This design comes from an exercise in tuning for a short achievable clock period and few clock cycles per item on the open sky130 flow, not from production work. Function was checked by simulation only, so behaviour that the tests miss may differ from the original.

File: flow/design.v
`default_nettype none
package sha256_pkg;
  localparam logic [255:0] c_iv = {
    32'h6a09e667, 32'hbb67ae85, 32'h3c6ef372, 32'ha54ff53a,
    32'h510e527f, 32'h9b05688c, 32'h1f83d9ab, 32'h5be0cd19
  };
  function automatic logic [31:0] rotr(input logic [31:0] x, input integer n);
    rotr = (x >> n) | (x << (32 - n));
  endfunction
  function automatic logic [31:0] bsig0(input logic [31:0] x);
    bsig0 = rotr(x, 2) ^ rotr(x, 13) ^ rotr(x, 22);
  endfunction
  function automatic logic [31:0] bsig1(input logic [31:0] x);
    bsig1 = rotr(x, 6) ^ rotr(x, 11) ^ rotr(x, 25);
  endfunction
  function automatic logic [63:0] csa(input logic [31:0] x, input logic [31:0] y,
                                      input logic [31:0] z);
    logic [31:0] s, c;
    s = x ^ y ^ z;
    c = ((x & y) | (x & z) | (y & z)) << 1;
    csa = {s, c};
  endfunction
endpackage
`default_nettype wire
`default_nettype none
module sha256_k_rom (
  input  logic [5:0]  i_addr,
  output logic [31:0] o_k
);
  always_comb begin
    o_k = 32'h0;
    unique case (i_addr)
      6'd0:  o_k = 32'h428a2f98;  6'd1:  o_k = 32'h71374491;
      6'd2:  o_k = 32'hb5c0fbcf;  6'd3:  o_k = 32'he9b5dba5;
      6'd4:  o_k = 32'h3956c25b;  6'd5:  o_k = 32'h59f111f1;
      6'd6:  o_k = 32'h923f82a4;  6'd7:  o_k = 32'hab1c5ed5;
      6'd8:  o_k = 32'hd807aa98;  6'd9:  o_k = 32'h12835b01;
      6'd10: o_k = 32'h243185be;  6'd11: o_k = 32'h550c7dc3;
      6'd12: o_k = 32'h72be5d74;  6'd13: o_k = 32'h80deb1fe;
      6'd14: o_k = 32'h9bdc06a7;  6'd15: o_k = 32'hc19bf174;
      6'd16: o_k = 32'he49b69c1;  6'd17: o_k = 32'hefbe4786;
      6'd18: o_k = 32'h0fc19dc6;  6'd19: o_k = 32'h240ca1cc;
      6'd20: o_k = 32'h2de92c6f;  6'd21: o_k = 32'h4a7484aa;
      6'd22: o_k = 32'h5cb0a9dc;  6'd23: o_k = 32'h76f988da;
      6'd24: o_k = 32'h983e5152;  6'd25: o_k = 32'ha831c66d;
      6'd26: o_k = 32'hb00327c8;  6'd27: o_k = 32'hbf597fc7;
      6'd28: o_k = 32'hc6e00bf3;  6'd29: o_k = 32'hd5a79147;
      6'd30: o_k = 32'h06ca6351;  6'd31: o_k = 32'h14292967;
      6'd32: o_k = 32'h27b70a85;  6'd33: o_k = 32'h2e1b2138;
      6'd34: o_k = 32'h4d2c6dfc;  6'd35: o_k = 32'h53380d13;
      6'd36: o_k = 32'h650a7354;  6'd37: o_k = 32'h766a0abb;
      6'd38: o_k = 32'h81c2c92e;  6'd39: o_k = 32'h92722c85;
      6'd40: o_k = 32'ha2bfe8a1;  6'd41: o_k = 32'ha81a664b;
      6'd42: o_k = 32'hc24b8b70;  6'd43: o_k = 32'hc76c51a3;
      6'd44: o_k = 32'hd192e819;  6'd45: o_k = 32'hd6990624;
      6'd46: o_k = 32'hf40e3585;  6'd47: o_k = 32'h106aa070;
      6'd48: o_k = 32'h19a4c116;  6'd49: o_k = 32'h1e376c08;
      6'd50: o_k = 32'h2748774c;  6'd51: o_k = 32'h34b0bcb5;
      6'd52: o_k = 32'h391c0cb3;  6'd53: o_k = 32'h4ed8aa4a;
      6'd54: o_k = 32'h5b9cca4f;  6'd55: o_k = 32'h682e6ff3;
      6'd56: o_k = 32'h748f82ee;  6'd57: o_k = 32'h78a5636f;
      6'd58: o_k = 32'h84c87814;  6'd59: o_k = 32'h8cc70208;
      6'd60: o_k = 32'h90befffa;  6'd61: o_k = 32'ha4506ceb;
      6'd62: o_k = 32'hbef9a3f7;  6'd63: o_k = 32'hc67178f2;
      default: o_k = 32'h0;
    endcase
  end
endmodule
`default_nettype wire
`default_nettype none
module sha256_round_core (
  input  logic         clock,
  input  logic         reset,
  input  logic         start,
  input  logic         first_block,
  input  logic         w_reg_rdy,
  input  logic [31:0]  w_reg_data,
  output logic         w_reg_read,
  output logic [5:0]   w_reg_addr,
  output logic         busy,
  output logic         done,
  output logic [255:0] digest
);
  logic        r_busy, r_done, r_read;
  logic [5:0]  r_addr;       
  logic        r_p1, r_p2;   
  logic [5:0]  r_widx;       
  logic        r_rv;         
  logic        r_last;       
  logic        w_idle, w_go, w_acc;
  assign w_idle = ~r_busy & ~r_done;
  assign w_go   = w_idle & start;
  assign w_acc  = r_read & w_reg_rdy;
  assign w_reg_read = r_read;
  assign w_reg_addr = r_addr;
  assign busy       = r_busy;
  assign done       = r_done;
  always_ff @(posedge clock or posedge reset) begin
    if (reset) begin
      r_busy <= 1'b0;
      r_done <= 1'b0;
      r_read <= 1'b0;
      r_addr <= 6'd0;
      r_p1   <= 1'b0;
      r_p2   <= 1'b0;
      r_widx <= 6'd0;
      r_rv   <= 1'b0;
      r_last <= 1'b0;
    end else begin
      r_done <= r_rv & r_last;
      if (w_go)               r_busy <= 1'b1;
      else if (r_rv & r_last) r_busy <= 1'b0;
      if (w_go)                          r_read <= 1'b1;
      else if (w_acc && r_addr == 6'd63) r_read <= 1'b0;
      if (w_acc) r_addr <= r_addr + 6'd1;
      r_p1 <= w_acc;
      r_p2 <= r_p1;
      if (r_p2) r_widx <= r_widx + 6'd1;
      r_rv   <= r_p2;
      r_last <= r_p2 && r_widx == 6'd63;
    end
  end
  logic [31:0] r_a, r_b, r_c, r_d, r_e, r_f, r_g, r_h;
  logic [31:0] r_hv [8];
  logic [31:0] r_xa, r_xe;   
  assign digest = {r_hv[0], r_hv[1], r_hv[2], r_hv[3],
                   r_hv[4], r_hv[5], r_hv[6], r_hv[7]};
  logic [31:0] w_k, w_hn, w_dn, w_h0, w_h4;
  logic [63:0] w_pa1, w_pa2, w_pe1, w_pe2, w_pe3;
  sha256_k_rom u_k_rom (
    .i_addr (r_widx),
    .o_k    (w_k)
  );
  assign w_hn  = r_rv ? r_g : r_h;
  assign w_dn  = r_rv ? r_c : r_d;
  assign w_h0  = (r_widx == 6'd63) ? r_hv[0] : 32'h0;
  assign w_h4  = (r_widx == 6'd63) ? r_hv[4] : 32'h0;
  assign w_pa1 = sha256_pkg::csa(w_hn, w_k, w_h0);
  assign w_pa2 = sha256_pkg::csa(w_pa1[63:32], w_pa1[31:0], w_reg_data);
  assign w_pe1 = sha256_pkg::csa(w_hn, w_k, w_h4);
  assign w_pe2 = sha256_pkg::csa(w_pe1[63:32], w_pe1[31:0], w_dn);
  assign w_pe3 = sha256_pkg::csa(w_pe2[63:32], w_pe2[31:0], w_reg_data);
  always_ff @(posedge clock) begin
    if (r_p2) begin
      r_xa <= w_pa2[63:32] + w_pa2[31:0];
      r_xe <= w_pe3[63:32] + w_pe3[31:0];
    end
  end
  logic [31:0] w_s1, w_ch, w_s0, w_maj, w_an, w_en;
  logic [63:0] w_ra1, w_ra2, w_ra3, w_re1;
  assign w_s1  = sha256_pkg::bsig1(r_e);
  assign w_ch  = (r_e & r_f) ^ (~r_e & r_g);
  assign w_s0  = sha256_pkg::bsig0(r_a);
  assign w_maj = (r_a & r_b) ^ (r_a & r_c) ^ (r_b & r_c);
  assign w_re1 = sha256_pkg::csa(r_xe, w_s1, w_ch);
  assign w_en  = w_re1[63:32] + w_re1[31:0];
  assign w_ra1 = sha256_pkg::csa(r_xa, w_s1, w_ch);
  assign w_ra2 = sha256_pkg::csa(w_ra1[63:32], w_ra1[31:0], w_s0);
  assign w_ra3 = sha256_pkg::csa(w_ra2[63:32], w_ra2[31:0], w_maj);
  assign w_an  = w_ra3[63:32] + w_ra3[31:0];
  always_ff @(posedge clock) begin
    if (w_go) begin
      if (first_block) {r_a, r_b, r_c, r_d, r_e, r_f, r_g, r_h} <= sha256_pkg::c_iv;
      else             {r_a, r_b, r_c, r_d, r_e, r_f, r_g, r_h} <= digest;
    end else if (r_rv) begin
      r_a <= w_an; r_b <= r_a; r_c <= r_b; r_d <= r_c;
      r_e <= w_en; r_f <= r_e; r_g <= r_f; r_h <= r_g;
    end
  end
  always_ff @(posedge clock or posedge reset) begin
    if (reset) begin
      for (int i = 0; i < 8; i++) r_hv[i] <= 32'h0;
    end else if (w_go && first_block) begin
      for (int i = 0; i < 8; i++) r_hv[i] <= sha256_pkg::c_iv[255-32*i -: 32];
    end else if (r_rv && r_last) begin
      r_hv[0] <= w_an;
      r_hv[1] <= r_hv[1] + r_a;
      r_hv[2] <= r_hv[2] + r_b;
      r_hv[3] <= r_hv[3] + r_c;
      r_hv[4] <= w_en;
      r_hv[5] <= r_hv[5] + r_e;
      r_hv[6] <= r_hv[6] + r_f;
      r_hv[7] <= r_hv[7] + r_g;
    end
  end
endmodule
`default_nettype wire
File: flow/run.sh
#!/bin/bash
# synth_recipe.tcl (not shown) runs the flow's synth.tcl, then flattens the netlist and writes it again
# the make line also repeats each setting of config.mk as NAME=value (left out here)
make -C /OpenROAD-flow-scripts/flow DESIGN_CONFIG=/design/flow/config.mk WORK_HOME=/design/flow/orfs CLKGATE_MAP_FILE= SYNTH_SCRIPT=/design/flow/synth_recipe.tcl finish
File: flow/config.mk
export PLATFORM = sky130hd
export DESIGN_NAME = sha256_round_core
export DESIGN_NICKNAME = sha256_round_core
export VERILOG_FILES = /design/flow/design.v
export SDC_FILE = /design/flow/constraint.sdc
export NUM_CORES = 4
export LEC_CHECK = 0
export ABC_CLOCK_PERIOD_IN_PS = 3000
export CAP_MARGIN = 20
export CORE_MARGIN = 2
export CORE_UTILIZATION = 40
export PLACE_DENSITY = 0.6
export SETUP_SLACK_MARGIN = 5
export SLEW_MARGIN = 20
File: flow/constraint.sdc
create_clock -name core_clock -period 9.0 [get_ports {clock}]
set_input_delay 1.8000 -clock core_clock [delete_from_list [all_inputs] [get_ports {clock}]]
set_output_delay 1.8000 -clock core_clock [all_outputs]
set_load 0.01 [all_outputs]
==> results of run 1 <==
layout make-up:
type,instances,area (µm²),share of cell area
clock buffers,108,2100,0.0329
multi-input cells,4232,34400,0.538
clock inverters,34,349,0.00545
flip-flops and latches,595,15900,0.248
well taps,1650,2060,0.0322
repair inverters,1,6.26,0.0000977
inverters,592,2300,0.0359
repair buffers,709,6890,0.108
diodes,2,5.00,0.0000782
final timing paths:
kind | startpoint | endpoint | slack (ns) | depth (start not counted)
min in group asynchronous | reset | r_hv[0][12] | 1.58 | 2
hold reg to reg | r_p1 | r_p2 | 0.35 | 0
max in group asynchronous | reset | r_hv[7][13] | 6.13 | 3
hold / removal | r_p1 | r_p2 | 0.35 | 0
setup / recovery | r_widx[2] | r_xe[31] | 2.97 | 23
setup reg to reg | r_widx[2] | r_xe[31] | 2.97 | 23
placed cells by master, fill, tap and decap left out, drive strengths merged, types with 13 or more instances in the layout:
cell / netlist / layout
dfrtp: 275 / 275
xor2: 141 / 141
clkbuf: 295 / 108
nor2b: 36 / 36
nand3: 180 / 180
inv: 590 / 594
nand4: 17 / 17
o211ai: 94 / 94
nor3: 84 / 84
clkdlybuf4s50: 0 / 300
mux2i: 76 / 76
mux2: 30 / 30
o311ai: 14 / 14
fa: 284 / 284
nand2: 756 / 756
buf: 24 / 404
nor2: 279 / 280
and2: 45 / 45
xnor2: 266 / 266
o21ai: 421 / 421
o22ai: 13 / 13
maj3: 30 / 30
dfxtp: 64 / 64
a21oi: 528 / 528
o21bai: 35 / 35
a21o: 137 / 137
a211oi: 38 / 38
o31ai: 23 / 23
edfxtp: 256 / 256
clkinv: 2 / 22
a21boi: 15 / 15
a31oi: 36 / 36
and3: 37 / 37
or3: 21 / 21
ha: 335 / 335
o21a: 52 / 52
nand2b: 39 / 40
sequential cells by signal, summed over array words and instances, names as in the netlist, 6 cells and up:
register	cells
r_f	32
r_h	32
r_b	32
r_g	32
r_addr	6
r_xe	32
r_hv	256
r_a	32
r_widx	6
r_e	32
r_d	32
r_c	32
r_xa	32
per-layer routing:
metal / global-route usage / part of all wire / wire (µm)
met3: 0.0896 / 0.11 / 24500
met5: 0 / 0.00045 / 102
met2: 0.506 / 0.43 / 95900
met1: 0.454 / 0.40 / 90700
met4: 0.171 / 0.058 / 13100
repair_timing:
action | in CTS | in global routing
gates resized for setup | 524 | 206
gates cloned | 8 | 0
buffers inserted | 262 | 64
pin swaps | 232 | 139
setup endpoints to repair | 371 | 171
logic make-up after synthesis:
| family | synth area share |
|---|---|
| mux | 0.0262 |
| fa+ha+maj | 0.202 |
| buf+inv | 0.0679 |
| xor+xnor | 0.0707 |
| compound gates | 0.185 |
| flops | 0.314 |
| simple gates | 0.134 |
cell usage after synthesis, types with 35 or more instances:
library cell / n
a211oi_1: 37
a21o_1: 137
a21oi_1: 524
a31oi_1: 35
and2_1: 45
and3_1: 37
clkbuf_1: 294
dfrtp_1: 275
dfxtp_1: 64
edfxtp_1: 256
fa_1: 284
ha_1: 335
inv_1: 589
mux2i_1: 76
nand2_1: 756
nand2b_1: 39
nand3_1: 180
nor2_1: 279
nor2b_1: 36
nor3_1: 83
o211ai_1: 93
o21a_1: 52
o21ai_0: 400
o21bai_1: 35
xnor2_1: 266
xor2_1: 141
metrics by stage:
stage	hold slack [ns]	cells
final	0.353	7923
after global routing	0.370	7922
after CTS	0.358	7857
after detailed placement	0.345	7445
after global placement	0.334	7445
after floorplan	0.331	5736
worst max-delay path, delay by kind of cell, from the launching register on:
kind	cells	cell delay, ns
AO/OA/AOI/OAI	9	1.53
AND/OR/NAND/NOR	4	0.98
adder cells (fa/ha/maj)	5	1.91
multiplexers	1	0.55
buffers and inverters	4	0.35
flip-flops	1	0.56
==> impl_metrics.env, run 1 <==
export IMPL_status="timing/DRC/antenna clean"
export IMPL_startpoint_type="flip-flop"
export IMPL_tightest_slew_ns=1.12
export IMPL_yosys_warnings=3
export IMPL_numPortBuffers=301
export IMPL_slew_headroom=0.246
export IMPL_synth_net_count=6392
export IMPL_final_hold_viol_count=0
export IMPL_fin_skew_ns=0.0309
export IMPL_post_route_drc_count=0
export IMPL_path_class="flip-flop to flip-flop"
export IMPL_synthArstFlopShare=0.462
export IMPL_antenna_found_initial=19
export IMPL_synth_top_area_cell="edfxtp_1"
export IMPL_synthCells=5736
export IMPL_area_delta_synth_final_pct=26.9
export IMPL_grt_use_total=0.339
export IMPL_required_ns=9.54
export IMPL_n_fill_cell=11500
export IMPL_yosys_area_top_type_share=0.152
export IMPL_ys_seq_area_frac=0.314
export IMPL_fin_ws_ns=2.97
export IMPL_die_x_um=359
export IMPL_h_tree_depth=3
export IMPL_slowest_delay_ns=0.56
export IMPL_ys_seq_elements=595
export IMPL_overflow=0
export IMPL_pin_count=302
export IMPL_netlist_top_cells_area="edfxtp_1 (15%), dfrtp_1 (14%), fa_1 (11%)"
export IMPL_fin_crit_ns=6.03
export IMPL_drt_iter0_drc=5436
export IMPL_crit_top_cell="fa_1"
export IMPL_cp_end_kind="flip-flop"
export IMPL_fmax_mhz=166
export IMPL_grt_max_degree=180
export IMPL_final_period_utilization=0.670
export IMPL_tns_ns=0
export IMPL_nNetsFinal=6863
export IMPL_drt_wl_total_mm=224
export IMPL_clock_sinks=595
export IMPL_place_gp_congestion=1.03
export IMPL_placementRows=130
export IMPL_start_util=0.402
export IMPL_ctsHoldBuffers=0
export IMPL_cp_slowest_cell="dfrtp_4"
export IMPL_vias_per_cell=5.92
export IMPL_design_die_area_um2=129000
export IMPL_final_core_util=0.510
export IMPL_first_pass_iters=6
export IMPL_rsz0062_at_grt="true"
export IMPL_cap_violations=0
export IMPL_core_um2=125000
export IMPL_worstPathArrival_ns=6.57
export IMPL_cts_tree="yes"
export IMPL_wl_per_cell_um=28.3
export IMPL_crit_path_cell_trace="inv_8 > buf_12 > ha_1 > nor2_1 > a21oi_1 > mux4_2 > fa_1 > fa_1 > inv_1 > fa_1 > inv_2 > ha_4 > a21o_1 > a21oi_2 > o21bai_1 > a21o_1 > a2111o_1 > a31o_1 > nand2_1 > o21ai_2 > or4_4 > and3_1 > a211oi_2"
export IMPL_slew_viol_final=0
export IMPL_clockBufferDepth=3
export IMPL_ys_flop_type="dfrtp_1"
export IMPL_postRouteAntennaNets=0
export IMPL_setup_violations=0
export IMPL_root_buffer="clkbuf_16"
export IMPL_clk_pin_slew_worst_paths_ns=0.08
export IMPL_synth_edf_count=256
export IMPL_ys_types=95
export IMPL_numCtsBuffers=76
export IMPL_grt_pass1_wl_mm=320
export IMPL_num_vias=46900
export IMPL_worst_hold_path_type="flip-flop to flip-flop"
export IMPL_clock_latency_ns=0.71
export IMPL_placed_area_um2=55400
export IMPL_syn_cell_area_um2=50400
export IMPL_die_h_um=359
export IMPL_drive_gt1_frac=0.176
export IMPL_cp_max_fo=25
export IMPL_dp_final_hpwl_mm=164
export IMPL_design_area_um2=64000
export IMPL_avgSynthCellArea_um2=8.79
export IMPL_grt_pass1_vias=44900
export IMPL_dp_worst_setup_slack_ns=1.98
Testbench counts, summed over its fixed seeds: cycles 20,198, blocks 256.
==> inputs of run 2 (changes only) <==
--- a/flow/design.v
+++ b/flow/design.v
@@ -127,21 +127,30 @@
                    r_hv[4], r_hv[5], r_hv[6], r_hv[7]};
-  logic [31:0] w_k, w_hn, w_dn, w_h0, w_h4;
-  logic [63:0] w_pa1, w_pa2, w_pe1, w_pe2, w_pe3;
+  logic [31:0] r_kh0, r_kh4;
+  logic [31:0] w_k;
+  logic [5:0]  w_kidx;
+  assign w_kidx = r_widx + 6'd1;
   sha256_k_rom u_k_rom (
-    .i_addr (r_widx),
+    .i_addr (w_kidx),
     .o_k    (w_k)
   );
+  always_ff @(posedge clock or posedge reset) begin
+    if (reset) begin
+      r_kh0 <= 32'h428a2f98;
+      r_kh4 <= 32'h428a2f98;
+    end else if (r_p2) begin
+      r_kh0 <= w_k + ((w_kidx == 6'd63) ? r_hv[0] : 32'h0);
+      r_kh4 <= w_k + ((w_kidx == 6'd63) ? r_hv[4] : 32'h0);
+    end
+  end
+  logic [31:0] w_hn, w_dn;
+  logic [63:0] w_pa1, w_pe1, w_pe2;
   assign w_hn  = r_rv ? r_g : r_h;
   assign w_dn  = r_rv ? r_c : r_d;
-  assign w_h0  = (r_widx == 6'd63) ? r_hv[0] : 32'h0;
-  assign w_h4  = (r_widx == 6'd63) ? r_hv[4] : 32'h0;
-  assign w_pa1 = sha256_pkg::csa(w_hn, w_k, w_h0);
-  assign w_pa2 = sha256_pkg::csa(w_pa1[63:32], w_pa1[31:0], w_reg_data);
-  assign w_pe1 = sha256_pkg::csa(w_hn, w_k, w_h4);
-  assign w_pe2 = sha256_pkg::csa(w_pe1[63:32], w_pe1[31:0], w_dn);
-  assign w_pe3 = sha256_pkg::csa(w_pe2[63:32], w_pe2[31:0], w_reg_data);
+  assign w_pa1 = sha256_pkg::csa(w_hn, r_kh0, w_reg_data);
+  assign w_pe1 = sha256_pkg::csa(w_hn, w_dn, r_kh4);
+  assign w_pe2 = sha256_pkg::csa(w_pe1[63:32], w_pe1[31:0], w_reg_data);
   always_ff @(posedge clock) begin
     if (r_p2) begin
-      r_xa <= w_pa2[63:32] + w_pa2[31:0];
-      r_xe <= w_pe3[63:32] + w_pe3[31:0];
+      r_xa <= w_pa1[63:32] + w_pa1[31:0];
+      r_xe <= w_pe2[63:32] + w_pe2[31:0];
     end
@@ -154,7 +163,7 @@
   assign w_maj = (r_a & r_b) ^ (r_a & r_c) ^ (r_b & r_c);
-  assign w_re1 = sha256_pkg::csa(r_xe, w_s1, w_ch);
+  assign w_re1 = sha256_pkg::csa(r_xe, w_ch, w_s1);
   assign w_en  = w_re1[63:32] + w_re1[31:0];
-  assign w_ra1 = sha256_pkg::csa(r_xa, w_s1, w_ch);
+  assign w_ra1 = sha256_pkg::csa(r_xa, w_ch, w_maj);
   assign w_ra2 = sha256_pkg::csa(w_ra1[63:32], w_ra1[31:0], w_s0);
-  assign w_ra3 = sha256_pkg::csa(w_ra2[63:32], w_ra2[31:0], w_maj);
+  assign w_ra3 = sha256_pkg::csa(w_ra2[63:32], w_ra2[31:0], w_s1);
   assign w_an  = w_ra3[63:32] + w_ra3[31:0];
==> run 2 against run 1 <==
Against the previous run:
- worst setup slack improved by 0.74 ns
- core utilization rose by 1.5 points
- synthesized cell count rose by 5.8%
- non-clock buffer count rose by 121
- sequential share of layout area rose by 0.21 points
- global-route usage fell by 0.66 points
- clock-buffer cell count rose by 6
==> impl_metrics.env, run 2 <==
export IMPL_clock_latency_ns=0.72
export IMPL_dp_cells=7910
export IMPL_rsz0062_at_grt="true"
export IMPL_final_cell_mix="nand2_1 (759), a21oi_1 (494), nor2_1 (374)"
export IMPL_tns_ns=0
export IMPL_first_pass_iters=7
export IMPL_ys_seq_area_frac=0.326
export IMPL_clk_pin_slew_worst_paths_ns=0.06
export IMPL_grt_use_total=0.333
export IMPL_fmax_mhz=189
export IMPL_cts_tree="yes"
export IMPL_overflow=0
export IMPL_grt_pass1_wl_mm=333
export IMPL_synth_top_area_cell="dfrtp_1"
export IMPL_dp_worst_setup_slack_ns=1.89
export IMPL_rr_endpoint="r_a[29]"
export IMPL_start_util=0.403
export IMPL_min_from="r_p1"
export IMPL_min_to="r_p2"
export IMPL_cap_violations=0
export IMPL_die_x_um=370
export IMPL_numCtsBuffers=83
export IMPL_final_common_cell="nand2_1"
export IMPL_ys_flop_type="dfrtp_1"
export IMPL_yosys_warnings=3
export IMPL_dp_final_hpwl_mm=170
export IMPL_pin_count=302
export IMPL_crit_path_cell_trace="mux2i_4 > fa_1 > fa_1 > fa_1 > inv_1 > ha_1 > a21o_1 > a21o_1 > nand3_1 > a21boi_0 > a211oi_4 > a311oi_2 > or4b_4 > a31oi_2 > xnor2_2 > nand2_1 > nand2_1"
export IMPL_synth_edf_count=256
export IMPL_postRouteAntennaNets=0
export IMPL_fin_crit_ns=5.29
export IMPL_setup_violations=0
export IMPL_drt_iter0_drc=5591
export IMPL_slew_viol_final=0
export IMPL_ctsHoldBuffers=0
export IMPL_clock_sinks=659
export IMPL_design_die_area_um2=137000
export IMPL_status="timing/DRC/antenna clean"
export IMPL_post_route_drc_count=0
export IMPL_die_h_um=370
export IMPL_ys_types=88
export IMPL_grt_max_degree=134
export IMPL_ys_seq_elements=659
export IMPL_slew_headroom=0.146
export IMPL_layout_cells_non_filler=8501
export IMPL_antenna_found_initial=14
export IMPL_synthCells=6070
export IMPL_grt_pass1_vias=47000
export IMPL_final_hold_viol_count=0
export IMPL_drive_gt1_frac=0.213
export IMPL_clockBufferDepth=3
export IMPL_area_delta_synth_final_pct=30.5
export IMPL_whs_path_depth=0
export IMPL_largest_reg_flops=256
export IMPL_cp_max_fo=5
export IMPL_startpoint_type="flip-flop"
export IMPL_tightest_slew_ns=1.25
export IMPL_synthArstFlopShare=0.514
export IMPL_vias_per_cell=5.95
export IMPL_synth_net_count=6721
export IMPL_timing_rr_start="r_g[13]"
export IMPL_synth_commonest_cells="nand2_1 (792), a21oi_1 (591), o21ai_0 (470), nor2_1 (406), ha_1 (388)"
export IMPL_critPathTopFamily="adder cells"
export IMPL_yosys_cell_count_top_type="nand2_1"
export IMPL_netlist_top_cells_area="dfrtp_1 (15%), edfxtp_1 (14%), ha_1 (9.0%)"
export IMPL_regMostFlops="r_hv"
export IMPL_slowest_delay_ns=0.62
export IMPL_core_um2=133000
export IMPL_drt_wl_total_mm=236
export IMPL_root_buffer="clkbuf_16"
export IMPL_placementRows=134
export IMPL_syn_cell_area_um2=53700
export IMPL_num_vias=50600
export IMPL_place_gp_congestion=0.983
export IMPL_path_class="flip-flop to flip-flop"
export IMPL_final_period_utilization=0.587
export IMPL_r2r_setup_slack_ns=3.71
export IMPL_cp_end_kind="flip-flop"
export IMPL_h_tree_depth=3
export IMPL_n_fill_cell=12200
export IMPL_crit_top_cell="fa_1"
export IMPL_cp_slowest_cell="edfxtp_1"
export IMPL_avgSynthCellArea_um2=8.84
export IMPL_fin_skew_ns=0.0457
export IMPL_r2r_cells=17
export IMPL_required_ns=9.44
export IMPL_numPortBuffers=301
export IMPL_yosys_area_top_type_share=0.146
export IMPL_wl_per_cell_um=27.8
export IMPL_worst_hold_path_type="flip-flop to flip-flop"
export IMPL_nNetsFinal=7306
export IMPL_timing_critical_path_buf_inv=1
export IMPL_fin_ws_ns=3.71
export IMPL_worstPathArrival_ns=5.72
[run 2: cell types whose count changed after synthesis, moves of 51 or more]
cell     previous run  this run
inv_1             589       315
nor2_1            279       406
mux2_2             30       112
o21ai_0           400       470
a21oi_1           524       591
fa_1              284       226
ha_1              335       388
a21o_1            137       188
[run 2: stage by stage]
| step | hold WS, ns | area, µm² | utilization |
|---|---|---|---|
| after floorplan | 0.331 | 53700 | - |
| after global placement | 0.333 | 58600 | 0.439 |
| after detailed placement | 0.336 | 58600 | 0.440 |
| after CTS | 0.349 | 67100 | 0.503 |
| after global routing | 0.353 | 70000 | 0.525 |
| final | 0.345 | 70000 | 0.525 |
[run 2: repair_timing]
item                                    CTS  global route
buffers inserted                        265           146
pin swaps                               264           266
resized for setup                       732           376
gates cloned                             15             2
endpoints found under the setup margin  226           303
[run 2: worst max path at each step]
stage	startpoint	to	slack, ns	depth (start not counted)
global route	r_b[10]	r_a[29]	3.58	18
global placement	r_widx[2]	r_kh4[28]	2.01	24
CTS	r_a[1]	r_a[31]	3.79	20
detailed placement	r_widx[2]	r_kh4[28]	1.89	24
finish	r_g[13]	r_a[29]	3.71	17
floorplan	reset	r_addr[0]	2.69	1
[run 2: worst reg2reg max path: cells and delay by family, from the launching register on]
kind	cells	cell delay, ns
buf+inv	1	0.04
simple gates	4	0.77
fa+ha+maj	4	1.82
compound gates	6	1.27
flops	1	0.62
mux	1	0.39
xor+xnor	1	0.11
[run 2: final cells by class]
type	count	area [µm²]	share of cell area
multi-input combinational	4762	37900	0.542
sequential	659	17500	0.250
inverter	319	1240	0.0177
antenna	7	17.5	0.000250
clock buffer	114	2400	0.0342
tap	1768	2210	0.0316
clock inverter	42	458	0.00654
timing repair buffer	830	8270	0.118
[run 2: layer usage]
layer / global-route usage / share of wire / up-vias / wire length [µm]
li1: - / - / 22600 / -
met3: 0.0733 / 0.10 / 451 / 24600
met4: 0.147 / 0.051 / 2 / 12100
met1: 0.469 / 0.42 / 25000 / 100000
met5: 0 / 0.000055 / - / 13
met2: 0.486 / 0.42 / 2487 / 99400
[run 2: logic make-up (layout without fill, tap and decap cells)]
family | count (synthesis) | in the layout | share of synthesized area
DFF | 659 | 659 | 0.326
other | 0 | 7 | 0
buffers and inverters | 649 | 1305 | 0.0458
adders and majority gates | 618 | 618 | 0.176
muxes | 153 | 153 | 0.0312
AOI/OAI and AO/OA | 1769 | 1769 | 0.201
xor gates and xnor gates | 458 | 458 | 0.0749
and+or+nand+nor | 1764 | 1764 | 0.145
Testbench counts of run 2, summed over its fixed seeds: cycles 20,198, blocks 256.
==> inputs of run 3 (changes only) <==
--- a/flow/design.v
+++ b/flow/design.v
@@ -92,4 +92,4 @@
   assign w_go   = w_idle & start;
-  assign w_acc  = r_read & w_reg_rdy;
-  assign w_reg_read = r_read;
+  assign w_reg_read = r_read | w_go;
+  assign w_acc      = w_reg_read & w_reg_rdy;
   assign w_reg_addr = r_addr;
--- a/flow/config.mk
+++ b/flow/config.mk
@@ -7,3 +7,3 @@
 export LEC_CHECK = 0
-export ABC_CLOCK_PERIOD_IN_PS = 3000
+export ABC_AREA = 1
 export CAP_MARGIN = 20
==> run 3 against run 2 <==
Against the previous run:
- sequential cell count did not move
- via count up 28%
- fmax grew 26%
- clock skew shrank 0.0099 ns
- sequential share of layout area decreased by 2.3 points
==> impl_metrics.env, run 3 <==
export IMPL_status="timing/DRC/antenna clean"
export IMPL_synth_compound_area_share=0.147
export IMPL_critPathLaunch="r_c[14]"
export IMPL_dp_final_hpwl_mm=247
export IMPL_final_cell_mix="nand2_1 (1974), inv_1 (1162), nor2_1 (673)"
export IMPL_cts_tree="yes"
export IMPL_fin_crit_ns=4.20
export IMPL_avgSynthCellArea_um2=7.10
export IMPL_yosys_cell_count_top_type="nand2_1"
export IMPL_slowest_delay_ns=0.53
export IMPL_r2r_setup_slack_ns=4.80
export IMPL_r2r_cells=17
export IMPL_drt_wl_total_mm=321
export IMPL_grt_pass1_vias=60200
export IMPL_wl_per_cell_um=29.1
export IMPL_ys_seq_elements=659
export IMPL_die_x_um=389
export IMPL_antenna_found_initial=19
export IMPL_startpoint_type="flip-flop"
export IMPL_cap_violations=0
export IMPL_netlist_top_cells_area="nand2_1 (14%), dfrtp_1 (13%), edfxtp_1 (13%)"
export IMPL_final_common_cell="nand2_1"
export IMPL_synth_mux_area_frac=0.000169
export IMPL_pin_count=302
export IMPL_slew_headroom=0.203
export IMPL_cp_end_kind="flip-flop"
export IMPL_synthCells=8339
export IMPL_h_tree_depth=3
export IMPL_postRouteAntennaNets=0
export IMPL_whs_path_depth=0
export IMPL_clk_pin_slew_worst_paths_ns=0.07
export IMPL_cp_slowest_cell="fa_1"
export IMPL_fin_ws_ns=4.80
export IMPL_num_vias=64600
export IMPL_grt_use_total=0.408
export IMPL_yosys_warnings=3
export IMPL_root_buffer="clkbuf_16"
export IMPL_min_to="r_p2"
export IMPL_regMostFlops="r_hv"
export IMPL_synth_edf_count=256
export IMPL_final_period_utilization=0.467
export IMPL_worstPathArrival_ns=4.69
export IMPL_synth_top_area_cell="nand2_1"
export IMPL_tns_ns=0
export IMPL_critPathTopFamily="adder cells"
export IMPL_synthSimpleGateAreaFrac=0.260
export IMPL_area_delta_synth_final_pct=30.3
export IMPL_die_h_um=389
export IMPL_required_ns=9.49
export IMPL_design_die_area_um2=151000
export IMPL_vias_per_cell=5.86
export IMPL_post_route_drc_count=0
export IMPL_grt_max_degree=115
export IMPL_final_hold_viol_count=0
export IMPL_rr_endpoint="r_a[31]"
export IMPL_largest_reg_flops=256
export IMPL_rsz0062_at_grt="true"
export IMPL_numCtsBuffers=85
export IMPL_nNetsFinal=9663
export IMPL_placementRows=141
export IMPL_clock_sinks=659
export IMPL_clockBufferDepth=3
export IMPL_timing_rr_start="r_c[14]"
export IMPL_tightest_slew_ns=1.19
export IMPL_synth_xor_area_frac=0.0414
export IMPL_fin_skew_ns=0.0358
export IMPL_clock_latency_ns=0.73
export IMPL_place_gp_congestion=1.07
export IMPL_drive_gt1_frac=0.188
export IMPL_path_class="flip-flop to flip-flop"
export IMPL_worst_hold_path_type="flip-flop to flip-flop"
export IMPL_dp_worst_setup_slack_ns=2.69
export IMPL_ys_types=61
export IMPL_synth_fa_ha_area_frac=0.159
export IMPL_ys_seq_area_frac=0.295
export IMPL_crit_path_cell_trace="inv_2 > nand2_1 > o21ai_1 > fa_2 > fa_1 > fa_1 > inv_1 > ha_4 > buf_4 > a21oi_4 > o21ai_2 > nor2_4 > nand2_8 > a21oi_2 > nand3_2 > nand3_2 > nand2_1"
export IMPL_holdWs_ns=0.362
export IMPL_synth_top_family_by_area="simple AND/OR/NAND/NOR gates"
export IMPL_cp_max_fo=4
export IMPL_numPortBuffers=301
export IMPL_synth_commonest_cells="nand2_1 (2161), inv_1 (1236), nor2_1 (821), o21ai_0 (594), a21oi_1 (503)"
export IMPL_timing_critical_path_buf_inv=3
export IMPL_ctsHoldBuffers=0
export IMPL_syn_cell_area_um2=59200
export IMPL_slew_viol_final=0
export IMPL_grt_pass1_wl_mm=442
export IMPL_core_um2=147000
export IMPL_first_pass_iters=6
export IMPL_min_from="r_p1"
export IMPL_fmax_mhz=238
export IMPL_setup_violations=0
export IMPL_synth_net_count=8990
export IMPL_ys_flop_type="dfrtp_1"
export IMPL_yosys_area_top_type_share=0.137
export IMPL_overflow=0
export IMPL_drt_iter0_drc=8495
export IMPL_start_util=0.402
export IMPL_synthArstFlopShare=0.514
[run 3: cells by family after synthesis]
logic type,count (synthesis)
XOR/XNOR,280
adder cells (fa/ha/maj),616
multiplexers,1
AO/OA/AOI/OAI,1542
buffers and inverters,1491
AND/OR/NAND/NOR,3750
flip-flops,659
[run 3: how the worst max path moves through the flow]
stage	endpoint	depth (start not counted)
floorplan	r_addr[0]	1
global placement	r_hv[3][15]	10
detailed placement	r_hv[3][15]	10
CTS	r_a[19]	21
global route	r_a[31]	17
finish	r_a[31]	17
[run 3: what timing repair did]
item                                    in CTS  in global routing
gates resized for setup                    861                734
endpoints found under the setup margin     530                212
buffers inserted                           302                137
cloned                                      12                  5
pin swaps                                  156                249
endpoints found under the hold margin        0                  0
[run 3: metrics by stage]
stage	util	std cells	instance area, µm²
after floorplan	-	8339	59200
after global placement	0.436	10400	64200
final	0.523	11000	77100
after global routing	0.523	11000	77100
after detailed placement	0.436	10400	64200
after CTS	0.495	10900	72900
[run 3: cell type report]
class | instances | area [µm²]
Timing Repair inverter | 3 | 22.5
Fill cell | 14100 | 70200
Timing Repair Buffer | 820 | 7650
Antenna cell | 5 | 12.5
Sequential cell | 659 | 17500
Inverter | 1248 | 4870
Tap cell | 1930 | 2410
Clock inverter | 42 | 472
Clock buffer | 118 | 2450
Multi-Input combinational cell | 6195 | 41700
[run 3: layer usage]
metal | part of all wire | GRT usage | up-vias
met5 | 0.00030 | 0 | -
li1 | - | - | 28600
met2 | 0.41 | 0.596 | 3930
met4 | 0.063 | 0.204 | 14
met1 | 0.40 | 0.556 | 31400
met3 | 0.12 | 0.106 | 707
Testbench counts of run 3, summed over its fixed seeds: cycles 19,943, blocks 256.
==> inputs of run 4 (changes only) <==
--- a/flow/design.v
+++ b/flow/design.v
@@ -84,2 +84,4 @@
   logic        r_busy, r_done, r_read;
+  logic        r_go;         
+  logic        r_first;      
   logic [5:0]  r_addr;       
@@ -92,4 +94,4 @@
   assign w_go   = w_idle & start;
-  assign w_reg_read = r_read | w_go;
-  assign w_acc      = w_reg_read & w_reg_rdy;
+  assign w_acc  = r_read & w_reg_rdy;
+  assign w_reg_read = r_read;
   assign w_reg_addr = r_addr;
@@ -99,13 +101,17 @@
     if (reset) begin
-      r_busy <= 1'b0;
-      r_done <= 1'b0;
-      r_read <= 1'b0;
-      r_addr <= 6'd0;
-      r_p1   <= 1'b0;
-      r_p2   <= 1'b0;
-      r_widx <= 6'd0;
-      r_rv   <= 1'b0;
-      r_last <= 1'b0;
+      r_busy  <= 1'b0;
+      r_done  <= 1'b0;
+      r_read  <= 1'b0;
+      r_go    <= 1'b0;
+      r_first <= 1'b0;
+      r_addr  <= 6'd0;
+      r_p1    <= 1'b0;
+      r_p2    <= 1'b0;
+      r_widx  <= 6'd0;
+      r_rv    <= 1'b0;
+      r_last  <= 1'b0;
     end else begin
       r_done <= r_rv & r_last;
+      r_go   <= w_go;
+      if (w_go) r_first <= first_block;
       if (w_go)               r_busy <= 1'b1;
@@ -124,2 +130,3 @@
   logic [31:0] r_hv [8];
+  logic [31:0] r_w;          
   logic [31:0] r_xa, r_xe;   
@@ -145,12 +152,11 @@
   logic [31:0] w_hn, w_dn;
-  logic [63:0] w_pa1, w_pe1, w_pe2;
+  logic [63:0] w_pe1;
   assign w_hn  = r_rv ? r_g : r_h;
   assign w_dn  = r_rv ? r_c : r_d;
-  assign w_pa1 = sha256_pkg::csa(w_hn, r_kh0, w_reg_data);
   assign w_pe1 = sha256_pkg::csa(w_hn, w_dn, r_kh4);
-  assign w_pe2 = sha256_pkg::csa(w_pe1[63:32], w_pe1[31:0], w_reg_data);
   always_ff @(posedge clock) begin
     if (r_p2) begin
-      r_xa <= w_pa1[63:32] + w_pa1[31:0];
-      r_xe <= w_pe2[63:32] + w_pe2[31:0];
+      r_w  <= w_reg_data;
+      r_xa <= w_hn + r_kh0;
+      r_xe <= w_pe1[63:32] + w_pe1[31:0];
     end
@@ -158,3 +164,3 @@
   logic [31:0] w_s1, w_ch, w_s0, w_maj, w_an, w_en;
-  logic [63:0] w_ra1, w_ra2, w_ra3, w_re1;
+  logic [63:0] w_ra1, w_ra2, w_ra3, w_ra4, w_re1, w_re2;
   assign w_s1  = sha256_pkg::bsig1(r_e);
@@ -163,12 +169,14 @@
   assign w_maj = (r_a & r_b) ^ (r_a & r_c) ^ (r_b & r_c);
-  assign w_re1 = sha256_pkg::csa(r_xe, w_ch, w_s1);
-  assign w_en  = w_re1[63:32] + w_re1[31:0];
-  assign w_ra1 = sha256_pkg::csa(r_xa, w_ch, w_maj);
-  assign w_ra2 = sha256_pkg::csa(w_ra1[63:32], w_ra1[31:0], w_s0);
-  assign w_ra3 = sha256_pkg::csa(w_ra2[63:32], w_ra2[31:0], w_s1);
-  assign w_an  = w_ra3[63:32] + w_ra3[31:0];
+  assign w_re1 = sha256_pkg::csa(r_xe, r_w, w_ch);
+  assign w_re2 = sha256_pkg::csa(w_re1[63:32], w_re1[31:0], w_s1);
+  assign w_en  = w_re2[63:32] + w_re2[31:0];
+  assign w_ra1 = sha256_pkg::csa(r_xa, r_w, w_ch);
+  assign w_ra2 = sha256_pkg::csa(w_maj, w_s0, w_s1);
+  assign w_ra3 = sha256_pkg::csa(w_ra1[63:32], w_ra1[31:0], w_ra2[63:32]);
+  assign w_ra4 = sha256_pkg::csa(w_ra3[63:32], w_ra3[31:0], w_ra2[31:0]);
+  assign w_an  = w_ra4[63:32] + w_ra4[31:0];
   always_ff @(posedge clock) begin
-    if (w_go) begin
-      if (first_block) {r_a, r_b, r_c, r_d, r_e, r_f, r_g, r_h} <= sha256_pkg::c_iv;
-      else             {r_a, r_b, r_c, r_d, r_e, r_f, r_g, r_h} <= digest;
+    if (r_go) begin
+      if (r_first) {r_a, r_b, r_c, r_d, r_e, r_f, r_g, r_h} <= sha256_pkg::c_iv;
+      else         {r_a, r_b, r_c, r_d, r_e, r_f, r_g, r_h} <= digest;
     end else if (r_rv) begin
@@ -181,3 +189,3 @@
       for (int i = 0; i < 8; i++) r_hv[i] <= 32'h0;
-    end else if (w_go && first_block) begin
+    end else if (r_go && r_first) begin
       for (int i = 0; i < 8; i++) r_hv[i] <= sha256_pkg::c_iv[255-32*i -: 32];
==> flow/flow/run.sh (new file) <==
#!/bin/bash
# Standard ORFS layout (the standard.sh, with its unchanged synthesis script),
# except that Yosys does not map adders to the library's full/half-adder cells:
# ADDER_MAP_FILE is left empty so ABC maps the carry-save and carry logic itself.
# make's output goes to standard_flow.log; every ORFS step writes its own log
# under orfs/logs/.
set -euo pipefail
cd "$(dirname "$0")/.."
bash standard.sh ADDER_MAP_FILE= finish > standard_flow.log 2>&1
==> flow/standard.sh (new file) <==
#!/bin/bash
# synth_recipe.tcl (not shown) runs the flow's synth.tcl, then flattens the netlist and writes it again
# the make line also repeats each setting of config.mk as NAME=value (left out here)
make -C /OpenROAD-flow-scripts/flow DESIGN_CONFIG=/design/flow/config.mk WORK_HOME=/design/flow/orfs CLKGATE_MAP_FILE= SYNTH_SCRIPT=/design/flow/synth_recipe.tcl "${@:-finish}"
removed: flow/run.sh
==> run 4 against run 3 <==
Against the previous run:
- still clean on timing, DRC and antenna
- clock skew is 0.022 ns higher
- critical path depth decreased by 4
- critical path type unchanged
- synthesized area increased by 0.68%
- sequential share of layout area rose by 3.2 points
- via count increased by 8.9%
- fmax rose by 5.2%
- worst setup slack better by 0.21 ns
- hold slack about the same
- synthesized cell count rose by 18%
==> impl_metrics.env, run 4 <==
export IMPL_synthArstFlopShare=0.492
export IMPL_slew_viol_final=0
export IMPL_root_buffer="clkbuf_16"
export IMPL_syn_cell_area_um2=59600
export IMPL_pin_count=302
export IMPL_synth_net_count=9893
export IMPL_start_util=0.403
export IMPL_wl_per_cell_um=27.0
export IMPL_cap_violations=0
export IMPL_h_tree_depth=3
export IMPL_startpoint_type="flip-flop"
export IMPL_final_hold_viol_count=0
export IMPL_core_um2=148000
export IMPL_required_ns=9.43
export IMPL_rsz0062_at_grt="true"
export IMPL_cp_end_kind="flip-flop"
export IMPL_cts_tree="yes"
export IMPL_postRouteAntennaNets=0
export IMPL_antenna_found_initial=19
export IMPL_vias_per_cell=5.72
export IMPL_largest_reg_flops=256
export IMPL_crit_top_cell="nand2_1"
export IMPL_setup_violations=0
export IMPL_holdWs_ns=0.362
export IMPL_post_route_drc_count=0
export IMPL_placed_area_um2=64700
export IMPL_timing_critical_path_buf_inv=0
export IMPL_grt_max_degree=127
export IMPL_worstPathArrival_ns=4.42
export IMPL_overflow=0
export IMPL_clk_pin_slew_worst_paths_ns=0.06
export IMPL_ys_seq_area_frac=0.310
export IMPL_yosys_warnings=3
export IMPL_synthCells=9856
export IMPL_synth_edf_count=288
export IMPL_numCtsBuffers=90
export IMPL_die_h_um=390
export IMPL_ctsHoldBuffers=0
export IMPL_cp_max_fo=7
export IMPL_synth_commonest_cells="nand2_1 (3123), inv_1 (1597), nor2_1 (1200), nand3_1 (651), a21oi_1 (541)"
export IMPL_fin_crit_ns=3.99
export IMPL_num_vias=70400
export IMPL_r2r_setup_slack_ns=5.01
export IMPL_clockBufferDepth=3
export IMPL_regMostFlops="r_hv"
export IMPL_area_delta_synth_final_pct=19.8
export IMPL_worst_hold_path_type="flip-flop to flip-flop"
export IMPL_final_cell_mix="nand2_1 (3007), inv_1 (1564), nor2_1 (1152)"
export IMPL_fmax_mhz=250
export IMPL_dp_final_hpwl_mm=263
export IMPL_slowest_delay_ns=0.86
export IMPL_tns_ns=0
export IMPL_cp_slowest_cell="o21ai_0"
export IMPL_netlist_top_cells_area="nand2_1 (20%), edfxtp_1 (15%), dfrtp_1 (13%)"
export IMPL_crit_path_cell_trace="o21ai_0 > nand2_1 > nand3_1 > nand4_1 > nand2_1 > o21ai_0 > a21oi_1 > o21ai_0 > a21oi_2 > nand3b_1 > nand2_1 > nand2_1 > nand2_1"
export IMPL_drive_gt1_frac=0.0928
export IMPL_clock_latency_ns=0.75
export IMPL_synth_top_area_cell="nand2_1"
export IMPL_drt_wl_total_mm=332
export IMPL_critPathTopFamily="compound AO/OA/AOI/OAI gates"
export IMPL_final_common_cell="nand2_1"
export IMPL_fin_skew_ns=0.0575
export IMPL_place_gp_congestion=1.07
export IMPL_design_area_um2=71400
export IMPL_status="timing/DRC/antenna clean"
export IMPL_grt_use_total=0.423
export IMPL_grt_pass1_vias=62700
export IMPL_drt_iter0_drc=8559
export IMPL_ys_seq_elements=693
export IMPL_first_pass_iters=10
export IMPL_yosys_cell_count_top_type="nand2_1"
export IMPL_avgSynthCellArea_um2=6.04
export IMPL_tightest_slew_ns=1.19
export IMPL_slew_headroom=0.200
export IMPL_design_die_area_um2=152000
export IMPL_placementRows=141
export IMPL_final_period_utilization=0.444
export IMPL_yosys_area_top_type_share=0.197
export IMPL_nNetsFinal=10300
export IMPL_die_x_um=390
export IMPL_clock_sinks=693
export IMPL_path_class="flip-flop to flip-flop"
export IMPL_numPortBuffers=301
export IMPL_ys_types=68
export IMPL_grt_pass1_wl_mm=459
export IMPL_ys_flop_type="dfrtp_1"
## run 4: cell type report
type                            count  area (µm²)
Inverter                         1635        6250
Timing Repair Buffer              577        5530
Sequential cell                   693       18500
Tap cell                         1930        2410
Clock buffer                      121        2560
Timing Repair inverter              1        7.51
Clock inverter                     49         722
Antenna cell                        4        10.0
Fill cell                       15500       76400
Multi-Input combinational cell   7290       35400
## run 4: worst paths after layout
kind / startpoint / end / cells past startpoint
max: r_rv / r_xe[28] / 13
min: r_p1 / r_p2 / 0
max reg2reg: r_rv / r_xe[28] / 13
min reg2reg: r_p1 / r_p2 / 0
max in group asynchronous: reset / r_hv[4][13] / 4
min in group asynchronous: reset / r_hv[2][19] / 2
## run 4: repair_timing
| action | in CTS | in global routing |
|---|---|---|
| endpoints found under the setup margin | 382 | 161 |
| buffers inserted | 114 | 79 |
| resized for setup | 156 | 337 |
| gates cloned | 0 | 3 |
| pin swaps | 1 | 16 |
## run 4: cell families (layout without fill, tap and decap cells)
kind of cell    count (synthesis)  after routing  synth area share
xor+xnor                      329            329            0.0484
flops                         693            693             0.310
other cells                     0              4                 0
buf+inv                      1873           2383             0.121
compound gates               1674           1674             0.159
simple gates                 5287           5287             0.360
## run 4: per-layer routing
metal / global-route usage / vias up / routed length [µm]
li1: - / 32400 / -
met1: 0.556 / 33200 / 132000
met2: 0.617 / 3997 / 136000
met3: 0.0902 / 801 / 37200
met4: 0.291 / 16 / 27300
met5: 0 / - / 102
## run 4: through the flow
stage | std cells | util | setup slack, ns
final | 12300 | 0.483 | 5.01
after global routing | 12300 | 0.483 | 4.92
after detailed placement | 11900 | 0.437 | 4.02
after CTS | 12200 | 0.470 | 5.00
after global placement | 11900 | 0.437 | 4.06
after floorplan | 9856 | - | 2.66
Testbench counts of run 4, summed over its fixed seeds: cycles 20,198, blocks 256.
==> inputs of run 5 (changes only) <==
==> flow/flow/run.sh (replaced) <==
#!/bin/bash
set -euo pipefail
cd "$(dirname "$0")/.."
bash standard.sh ADDER_MAP_FILE= SETUP_SLACK_MARGIN=6 finish > standard_flow.log 2>&1
--- a/flow/config.mk
+++ b/flow/config.mk
@@ -12,3 +12,2 @@
 export PLACE_DENSITY = 0.6
-export SETUP_SLACK_MARGIN = 5
 export SLEW_MARGIN = 20
==> run 5 against run 4 <==
Against the previous run:
- highest routed layer unchanged
- final area grew 35%
- first-iteration DRC count rose by 20%
- critical path type unchanged
- still clean
- global-route usage up 4.7 points
- critical endpoint is now r_e[27]
- synthesized area is the same
==> impl_metrics.env, run 5 <==
export IMPL_r2r_cells=25
export IMPL_clock_latency_ns=0.78
export IMPL_wl_per_cell_um=28.4
export IMPL_crit_cells=25
export IMPL_numPortBuffers=301
export IMPL_yosys_area_top_type_share=0.197
export IMPL_h_tree_depth=3
export IMPL_critPathTopFamily="simple AND/OR/NAND/NOR gates"
export IMPL_regMostFlops="r_hv"
export IMPL_clk_pin_slew_worst_paths_ns=0.06
export IMPL_grt_use_total=0.469
export IMPL_final_hold_viol_count=0
export IMPL_drt_iter0_drc=10300
export IMPL_r2r_setup_slack_ns=5.07
export IMPL_grt_pass1_wl_mm=512
export IMPL_avgSynthCellArea_um2=6.04
export IMPL_n_fill_cell=12700
export IMPL_synth_net_count=9893
export IMPL_dp_cells=11900
export IMPL_drt_wl_total_mm=383
export IMPL_start_util=0.403
export IMPL_pin_count=302
export IMPL_slew_viol_final=0
export IMPL_ctsHoldBuffers=0
export IMPL_largest_reg_flops=256
export IMPL_ys_types=68
export IMPL_crit_top_cell="nand2_2"
export IMPL_cap_violations=0
export IMPL_cp_slowest_cell="nand4_1"
export IMPL_startpoint_type="flip-flop"
export IMPL_synth_edf_count=288
export IMPL_path_class="flip-flop to flip-flop"
export IMPL_tightest_slew_ns=1.20
export IMPL_antenna_found_initial=22
export IMPL_final_cell_mix="nand2_1 (2024), inv_1 (1362), buf_4 (1013)"
export IMPL_die_h_um=390
export IMPL_clock_sinks=693
export IMPL_status="timing/DRC/antenna clean"
export IMPL_design_area_um2=96100
export IMPL_fin_crit_ns=3.93
export IMPL_rsz0062_at_grt="true"
export IMPL_die_x_um=390
export IMPL_numCtsBuffers=91
export IMPL_slew_headroom=0.200
export IMPL_required_ns=9.50
export IMPL_placed_area_um2=64600
export IMPL_tns_ns=0
export IMPL_vias_per_cell=5.90
export IMPL_place_gp_congestion=1.06
export IMPL_grt_pass1_vias=71500
export IMPL_layout_cells_non_filler=13500
export IMPL_overflow=0
export IMPL_synth_commonest_cells="nand2_1 (3123), inv_1 (1597), nor2_1 (1200), nand3_1 (651), a21oi_1 (541)"
export IMPL_fmax_mhz=255
export IMPL_synthArstFlopShare=0.492
export IMPL_design_die_area_um2=152000
export IMPL_root_buffer="clkbuf_16"
export IMPL_cp_max_fo=5
export IMPL_drive_gt1_frac=0.413
export IMPL_setup_violations=0
export IMPL_yosys_cell_count_top_type="nand2_1"
export IMPL_final_common_cell="nand2_1"
export IMPL_post_route_drc_count=0
export IMPL_dp_final_hpwl_mm=265
export IMPL_placementRows=141
export IMPL_cp_end_kind="flip-flop"
export IMPL_worstPathArrival_ns=4.42
export IMPL_first_pass_iters=8
export IMPL_syn_cell_area_um2=59600
export IMPL_timing_critical_path_buf_inv=6
export IMPL_clockBufferDepth=3
export IMPL_slowest_delay_ns=0.69
export IMPL_synthCells=9856
export IMPL_yosys_warnings=3
export IMPL_final_core_util=0.650
export IMPL_final_period_utilization=0.436
export IMPL_ys_seq_elements=693
export IMPL_worst_hold_path_type="flip-flop to flip-flop"
export IMPL_ys_seq_area_frac=0.310
export IMPL_area_delta_synth_final_pct=61.3
export IMPL_synth_top_area_cell="nand2_1"
export IMPL_num_vias=79600
export IMPL_whs_path_depth=0
export IMPL_ys_flop_type="dfrtp_1"
export IMPL_fin_skew_ns=0.0698
export IMPL_core_um2=148000
export IMPL_nNetsFinal=11500
export IMPL_netlist_top_cells_area="nand2_1 (20%), edfxtp_1 (15%), dfrtp_1 (13%)"
export IMPL_cts_tree="yes"
export IMPL_grt_max_degree=135
export IMPL_postRouteAntennaNets=0
[run 5: cell count changes in the layout (fill, tap and decap cells not counted), moves of 189 or more]
cell	previous run	this run
buf_4	237	1013
buf_6	7	488
clkdlybuf4s50_1	301	36
inv_1	1564	1362
nand2_1	3007	2024
nand2_2	109	750
nand2_4	16	322
nand3_1	593	293
nand3_2	46	238
nor2_1	1152	859
nor2_4	12	201
[run 5: what timing repair did]
item / 4_1_cts / 5_1_grt
endpoints found under the setup margin: 1140 / 610
pin swaps: 706 / 769
setup buffers: 986 / 366
cloned: 29 / 10
resized for setup: 4410 / 1380
[run 5: cells by family after synthesis]
group	Yosys count	synth area share
compound gates	1674	0.159
xor+xnor	329	0.0484
buf+inv	1873	0.121
flops	693	0.310
simple gates	5287	0.360
[run 5: worst paths after layout]
check                        from          end
setup / recovery           r_e[6]      r_e[27]
hold / removal               r_p1         r_p2
setup reg to reg           r_e[6]      r_e[27]
hold reg to reg              r_p1         r_p2
max in group asynchronous   reset   r_hv[4][6]
min in group asynchronous   reset  r_hv[3][14]
[run 5: cell type report]
cell class              instances  area [µm²]  area share
multi-input cells            7291       48200       0.501
flip-flops and latches        693       18700       0.194
repair buffers               1750       17100       0.178
inverters                    1635        6540      0.0680
clock buffers                 123        2490      0.0259
well taps                    1930        2410      0.0251
clock inverters                48         592     0.00616
repair inverters                6        70.1    0.000729
diodes                          9        22.5    0.000234
[run 5: routing by layer]
metal	global-route usage	routed length, µm
met1	0.587	138000
met2	0.680	154000
met3	0.124	49600
met4	0.375	41500
met5	0	114
[run 5: worst reg2reg max path, delay by kind of cell, from the launching register on]
kind / cells / cell delay (ns)
simple gates: 18 / 2.34
buf+inv: 6 / 0.71
flops: 1 / 0.38
xor+xnor: 1 / 0.22
[run 5: stage by stage]
step,hold WS (ns),worst slack (ns)
after floorplan,0.331,2.66
after global placement,0.333,3.92
after detailed placement,0.337,3.90
after CTS,0.350,5.55
after global routing,0.369,5.13
final,0.348,5.07
==> inputs of run 6 (changes only) <==
--- a/flow/config.mk
+++ b/flow/config.mk
@@ -10,4 +10,4 @@
 export CORE_MARGIN = 2
-export CORE_UTILIZATION = 40
-export PLACE_DENSITY = 0.6
+export CORE_UTILIZATION = 30
+export PLACE_DENSITY = 0.5
 export SLEW_MARGIN = 20
==> run 6 against run 5 <==
Against the previous run:
- synthesized area is the same
- first-iteration DRC count fell by 22%
- core utilization is 16 points lower
- clock-buffer cell count rose by 2
==> impl_metrics.env, run 6 <==
export IMPL_antenna_found_initial=21
export IMPL_yosys_warnings=3
export IMPL_ys_seq_area_frac=0.310
export IMPL_rsz0062_at_grt="true"
export IMPL_r2r_setup_slack_ns=5.38
export IMPL_cp_max_fo=8
export IMPL_holdWs_ns=0.348
export IMPL_root_buffer="clkbuf_16"
export IMPL_fin_crit_ns=3.62
export IMPL_highest_layer="met5"
export IMPL_tightest_slew_ns=1.12
export IMPL_numCtsBuffers=94
export IMPL_post_route_drc_count=0
export IMPL_worstPathArrival_ns=4.18
export IMPL_final_common_cell="nand2_1"
export IMPL_overflow=0
export IMPL_slew_viol_final=0
export IMPL_die_h_um=450
export IMPL_vias_per_cell=5.41
export IMPL_placementRows=163
export IMPL_clk_pin_slew_worst_paths_ns=0.07
export IMPL_synthCells=9856
export IMPL_grt_pass1_vias=70400
export IMPL_drt_iter0_drc=8056
export IMPL_synthArstFlopShare=0.492
export IMPL_yosys_area_top_type_share=0.197
export IMPL_grt_pass1_wl_mm=524
export IMPL_layout_cells_non_filler=14200
export IMPL_drt_wl_total_mm=387
export IMPL_num_vias=76600
export IMPL_design_area_um2=95900
export IMPL_required_ns=9.57
export IMPL_design_die_area_um2=202000
export IMPL_syn_cell_area_um2=59600
export IMPL_synth_top_area_cell="nand2_1"
export IMPL_wl_met2_mm=166
export IMPL_avgSynthCellArea_um2=6.04
export IMPL_cap_violations=0
export IMPL_core_um2=197000
export IMPL_critPathTopFamily="simple AND/OR/NAND/NOR gates"
export IMPL_clock_sinks=693
export IMPL_place_gp_congestion=1.03
export IMPL_clock_latency_ns=0.79
export IMPL_synth_net_count=9893
export IMPL_die_x_um=450
export IMPL_ys_flop_type="dfrtp_1"
export IMPL_netlist_top_cells_area="nand2_1 (20%), edfxtp_1 (15%), dfrtp_1 (13%)"
export IMPL_dp_final_hpwl_mm=281
export IMPL_final_cell_mix="nand2_1 (2128), inv_1 (1368), buf_4 (1021)"
export IMPL_wl_per_cell_um=27.4
export IMPL_yosys_cell_count_top_type="nand2_1"
export IMPL_worst_hold_path_type="flip-flop to flip-flop"
export IMPL_status="timing/DRC/antenna clean"
export IMPL_timing_critical_path_buf_inv=5
export IMPL_clockBufferDepth=3
export IMPL_cp_end_kind="flip-flop"
export IMPL_postRouteAntennaNets=0
export IMPL_dp_worst_setup_slack_ns=3.78
export IMPL_ys_seq_elements=693
export IMPL_fmax_mhz=277
export IMPL_slowest_delay_ns=0.54
export IMPL_h_tree_depth=3
export IMPL_area_delta_synth_final_pct=60.9
export IMPL_start_util=0.302
export IMPL_slew_headroom=0.254
export IMPL_startpoint_type="flip-flop"
export IMPL_final_hold_viol_count=0
export IMPL_nNetsFinal=11500
export IMPL_grt_max_degree=171
export IMPL_crit_top_cell="nand2_2"
export IMPL_first_pass_iters=8
export IMPL_pin_count=302
export IMPL_n_fill_cell=19800
export IMPL_synth_edf_count=288
export IMPL_dr_wl_met3_mm=35.6
export IMPL_path_class="flip-flop to flip-flop"
export IMPL_seq_area_um2=18700
export IMPL_ys_types=68
export IMPL_cts_tree="yes"
export IMPL_numPortBuffers=301
export IMPL_grt_use_total=0.362
export IMPL_dp_cells=12600
export IMPL_fin_ws_ns=5.38
export IMPL_synth_commonest_cells="nand2_1 (3123), inv_1 (1597), nor2_1 (1200), nand3_1 (651), a21oi_1 (541)"
export IMPL_drive_gt1_frac=0.403
export IMPL_multi_input_area_um2=47400
export IMPL_largest_reg_flops=256
export IMPL_placed_area_um2=65600
export IMPL_final_period_utilization=0.402
export IMPL_met1_length_mm=150
export IMPL_setup_violations=0
export IMPL_cp_slowest_cell="edfxtp_1"
export IMPL_regMostFlops="r_hv"
export IMPL_tns_ns=0
export IMPL_fin_skew_ns=0.0461
[run 6: cell counts after synthesis]
Identical to the previous run, type by type.
[run 6: per-stage QoR]
step,utilization
after global routing,0.485
after global placement,0.332
after detailed placement,0.332
after floorplan,-
final,0.486
after CTS,0.444
[run 6: cell type report]
| class | count | share of cell area |
|---|---|---|
| diodes | 12 | 0.000313 |
| clock buffers | 125 | 0.0275 |
| clock inverters | 52 | 0.00702 |
| inverters | 1635 | 0.0679 |
| multi-input cells | 7293 | 0.495 |
| flip-flops and latches | 693 | 0.195 |
| well taps | 2640 | 0.0345 |
| repair buffers | 1705 | 0.172 |
| repair inverters | 3 | 0.000352 |
[run 6: routing by layer]
| layer | vias up | global-route usage |
|---|---|---|
| met3 | 1086 | 0.0749 |
| li1 | 34700 | - |
| met4 | 14 | 0.260 |
| met5 | - | 0 |
| met2 | 3839 | 0.554 |
| met1 | 37000 | 0.454 |
[run 6: worst paths after layout]
check,from,endpoint,depth (start not counted)
worst min register to register,r_p1,r_p2,0
worst max-delay path,r_a[14],r_a[10],25
worst max register to register,r_a[14],r_a[10],25
max in group asynchronous,reset,r_hv[4][28],4
worst min-delay path,r_p1,r_p2,0
min in group asynchronous,reset,r_hv[2][12],2
[run 6: kinds of logic after synthesis]
| logic type | count (synthesis) | synth area share |
|---|---|---|
| compound gates | 1674 | 0.159 |
| xor+xnor | 329 | 0.0484 |
| buf+inv | 1873 | 0.121 |
| flops | 693 | 0.310 |
| simple gates | 5287 | 0.360 |
[run 6: worst register-to-register path: cells and delay by family, from the launching register on]
| kind | cells | cell delay, ns |
|---|---|---|
| AO/OA/AOI/OAI | 2 | 0.35 |
| XOR/XNOR | 1 | 0.14 |
| buffers and inverters | 5 | 0.86 |
| flip-flops | 1 | 0.54 |
| AND/OR/NAND/NOR | 17 | 1.54 |
[run 6: what timing repair did]
action | 4_1_cts | 5_1_grt
hold buffers | 0 | 0
setup buffers | 962 | 332
setup endpoints to repair | 1127 | 807
pin swaps | 588 | 697
resized for setup | 4168 | 1408
cloned | 28 | 4

[separate check: timing with driven ports]
In the flow no input, the clock included, has a driving cell. The finished layouts below were timed again as built, in two steps. Step 1, drivers: a clkbuf_16 drives clock and a buf_2 each remaining input, both assumed. Step 2, shift: input delay + t, output delay - t, t = (earliest + latest rising clock arrival at the registers) / 2. This alone moves slack from input paths to output paths. a / b / c = no drivers / after step 1 / after step 2; a / b = the first two.
run | t, ns | setup WS [ns] | clock arrival spread, ns | worst slew at a driven data input, ns
run 1 | 0.769 | 2.973 / 2.973 / 2.973 | 0.031 / 0.030 | 0.08
run 2 | 0.780 | 3.713 / 3.713 / 3.594 | 0.049 / 0.049 | 0.05
run 3 | 0.797 | 4.799 / 4.799 / 4.186 | 0.036 / 0.036 | 0.08
run 4 | 0.815 | 5.008 / 4.941 / 4.939 | 0.062 / 0.061 | 0.09
run 5 | 0.841 | 5.075 / 5.075 / 5.075 | 0.070 / 0.070 | 0.09
run 6 | 0.867 | 5.385 / 5.385 / 5.363 | 0.047 / 0.048 | 0.07
After both steps setup and hold are still met in every run listed. For run 3, which loses most, drivers alone change the setup slack by 0.000 ns; drivers and shift together by -0.613 ns. The worst setup slack also covers recovery checks on asynchronous resets.
